This is an optimization exercise on Yosys and OpenROAD, whose aim is small area, a short achievable clock period and few clock cycles per item, not a production implementation. The RTL was checked by simulation tests, not by an equivalence proof against the original design. Power is estimated from default activity; no workload was simulated.

main:
Design subpicture_rle_decoder_unit, start of the top module:
module subpicture_rle_decoder_unit (
  input  logic        clk,
  input  logic        rst,
  input  logic        cfg_we,
  input  logic [1:0]  cfg_index,
  input  logic [9:0]  cfg_data,
  input  logic        s_tvalid,
  output logic        s_tready,
  input  logic [7:0]  s_tdata,    
  input  logic [2:0]  s_tuser,    
  input  logic        s_tlast,    
  output logic        m_tvalid,
  input  logic        m_tready,
  output logic [srd_pkg::OUT_DATA_W-1:0] m_tdata,
  output logic        m_tlast
);
  logic [9:0] a_left, a_top, a_right, a_bottom;
  always_ff @(posedge clk) begin
    if (rst) begin
      a_left   <= srd_pkg::AREA_LEFT_RST;
      a_top    <= srd_pkg::AREA_TOP_RST;
      a_right  <= srd_pkg::AREA_RIGHT_RST;
      a_bottom <= srd_pkg::AREA_BOTTOM_RST;
    end else if (cfg_we) begin
      case (cfg_index)
        2'd0: a_left   <= cfg_data;
        2'd1: a_top    <= cfg_data;
        2'd2: a_right  <= (cfg_data > 10'(srd_pkg::SCREEN_WIDTH - 1)) ?
                          10'(srd_pkg::SCREEN_WIDTH - 1) : cfg_data;
  ...
For scale: about 2,100 cells after synthesis, about 460 flip-flops, about 110 I/O pins.
clock: 14.0 ns
lec_check: 0
cap_margin: 40
core_margin: 2
core_utilization: 50
place_density: 0.65
slew_margin: 40
tns_end_percent: 0
standard.sh (not shown) runs the stock make flow with config.mk's settings and CLKGATE_MAP_FILE= SYNTH_SCRIPT=/design/flow/synth_recipe.tcl, a recipe that flattens the netlist after the stock synthesis.
==> flow/flow/run.sh <==
#!/bin/bash
# Standard ORFS layout (the standard.sh, standard synthesis unchanged), with
# buf_1 port buffers instead of the default delay cells, timing repair aiming past
# the required slack, and a clock tree with larger sink clusters and no dummy loads.
# Each step's full output goes to its own log here.
set -euo pipefail
EXTRA=("BUFFER_PORTS_ARGS=-buffer_cell sky130_fd_sc_hd__buf_1"
       "SETUP_SLACK_MARGIN=9.9"
       "CTS_ARGS=-sink_clustering_enable -repair_clock_nets -dont_use_dummy_load -sink_clustering_size 24 -sink_clustering_max_diameter 80")
bash standard.sh synth "${EXTRA[@]}" > flow_synth.log 2>&1
bash standard.sh finish "${EXTRA[@]}" > flow_layout.log 2>&1
Testbench counts of main, summed over its fixed seeds: cycles 12,320, bytes 12,000.
Changes in the feature branch relative to main:
- CORE_UTILIZATION changed from 50 to 60
- CAP_MARGIN changed from 40 to 30
- SLEW_MARGIN changed from 40 to 30
- PLACE_DENSITY changed from 0.65 to 0.72
diff --git a/flow/flow/run.sh b/flow/flow/run.sh
--- a/flow/flow/run.sh
+++ b/flow/flow/run.sh
@@ -7,3 +7,3 @@
 EXTRA=("BUFFER_PORTS_ARGS=-buffer_cell sky130_fd_sc_hd__buf_1"
-       "SETUP_SLACK_MARGIN=9.9"
+       "SETUP_SLACK_MARGIN=10.0"
        "CTS_ARGS=-sink_clustering_enable -repair_clock_nets -dont_use_dummy_load -sink_clustering_size 24 -sink_clustering_max_diameter 80")
--- outcome ---
- Compared main against the feature branch; switching fraction of total power within noise.
- In the flow results for the feature branch and main, the die area is larger on main.
- Sort the feature branch and main by clock power share asc -> top: the feature branch
- Lower detailed-route wire length goes to the feature branch over main.
- Total power per unit cell area essentially unchanged between the feature branch and main.

========
== run A ==
subpicture_rle_decoder_unit, a different RTL version from the one above (not shown whole).
For scale: ~2,100 cells after synthesis, about 460 flip-flops, about 110 I/O pins.
==> flow/config.mk <==
export PLATFORM = sky130hd
export DESIGN_NAME = subpicture_rle_decoder_unit
export DESIGN_NICKNAME = subpicture_rle_decoder_unit
export VERILOG_FILES = /design/flow/design.v
export SDC_FILE = /design/flow/constraint.sdc
export NUM_CORES = 4
export LEC_CHECK = 0
export CAP_MARGIN = 30
export CORE_MARGIN = 2
export CORE_UTILIZATION = 60
export PLACE_DENSITY = 0.72
export SLEW_MARGIN = 30
export TNS_END_PERCENT = 0
==> flow/constraint.sdc <==
create_clock -name core_clock -period 14.0 [get_ports {clk}]
set_input_delay 2.8000 -clock core_clock [delete_from_list [all_inputs] [get_ports {clk}]]
set_output_delay 2.8000 -clock core_clock [all_outputs]
set_load 0.01 [all_outputs]
==> flow/flow/run.sh <==
#!/bin/bash
# Standard ORFS layout (the standard.sh, standard synthesis unchanged), with
# buf_1 port buffers instead of the default delay cells, timing repair aiming past
# the required slack, and a clock tree with larger sink clusters and no dummy loads.
# Each step's full output goes to its own log here.
set -euo pipefail
EXTRA=("BUFFER_PORTS_ARGS=-buffer_cell sky130_fd_sc_hd__buf_1"
       "SETUP_SLACK_MARGIN=10.0"
       "CTS_ARGS=-sink_clustering_enable -repair_clock_nets -dont_use_dummy_load -sink_clustering_size 24 -sink_clustering_max_diameter 80")
bash standard.sh synth "${EXTRA[@]}" > flow_synth.log 2>&1
bash standard.sh finish "${EXTRA[@]}" > flow_layout.log 2>&1
Testbench counts of run A, summed over its fixed seeds: cycles 12,276, bytes 12,000.
Edits applied to the flow inputs when going from run A to run B:
Settings: swapping 60 for 50 in CORE_UTILIZATION; swapping 0.72 for 0.65 in PLACE_DENSITY; swapping 30 for 40 in CAP_MARGIN; swapping 30 for 40 in SLEW_MARGIN.
-- flow/flow/run.sh --
<<< run A, line 6
set -euo pipefail
EXTRA=("BUFFER_PORTS_ARGS=-buffer_cell sky130_fd_sc_hd__buf_1"
       "SETUP_SLACK_MARGIN=10.0"
       "CTS_ARGS=-sink_clustering_enable -repair_clock_nets -dont_use_dummy_load -sink_clustering_size 24 -sink_clustering_max_diameter 80")
bash standard.sh synth "${EXTRA[@]}" > flow_synth.log 2>&1
>>> run B, line 6
set -euo pipefail
EXTRA=("BUFFER_PORTS_ARGS=-buffer_cell sky130_fd_sc_hd__buf_1"
       "SETUP_SLACK_MARGIN=9.9"
       "CTS_ARGS=-sink_clustering_enable -repair_clock_nets -dont_use_dummy_load -sink_clustering_size 24 -sink_clustering_max_diameter 80")
bash standard.sh synth "${EXTRA[@]}" > flow_synth.log 2>&1
==> notes.md <==
- Looking at clock network power share, run B sits below run A.
- Between run B and run A, total power divided by cell area is lower for run A, run B comes in above that.
- Clock buffer instance count of the final layout, run B vs run A: down by a few percent
- In run B, layout cell share with drive strength beyond 1 is lower than in run A.
- Compared with run A, in run B finished layout cell area dropped 0.80%, final total power now smaller, combined buffer and inverter count along the critical path has increased, minimum clock period after layout saw a decrease.
- Between run B and run A, the clock-cell share of area figures differ only marginally.
- Run A vs run B, endpoint of the worst setup timing path: o_minx[3] vs pr[2]
- Between run B and run A, overall die height is higher for run B, run A comes in under that.

[what the ideal ports hide]
Ports are ideal in the flow. The routed layouts listed here were re-timed in OpenROAD.
Step 1 sets driving cells, clkbuf_16 on the clock port and buf_2 on the other inputs (assumed; they add their load-dependent delay and slew).
Step 2 moves the port delays by t, midway between the first and last clock arrival at a register: inputs arrive t later, outputs are due t later. That takes back most of the time a late clock gives input paths.
a / b / c = ideal / step 1 / step 2; a / b = the first two.
run	t (ns)	setup WS [ns]	clock arrival spread, ns	worst slew at a driven data input, ns	pins driven straight from the clock port
main	0.621	9.774 / 9.806 / 9.186	0.056 / 0.055	0.03	1
the feature branch	0.617	9.749 / 9.782 / 9.165	0.070 / 0.070	0.03	1
run A	0.625	9.675 / 9.675 / 9.086	0.077 / 0.076	0.04	1
run B	0.619	9.706 / 9.745 / 9.127	0.085 / 0.085	0.05	1
After both steps every run listed still meets setup and hold. For run A, which loses most, drivers alone change the setup slack by 0.000 ns; drivers and shift together by -0.589 ns.
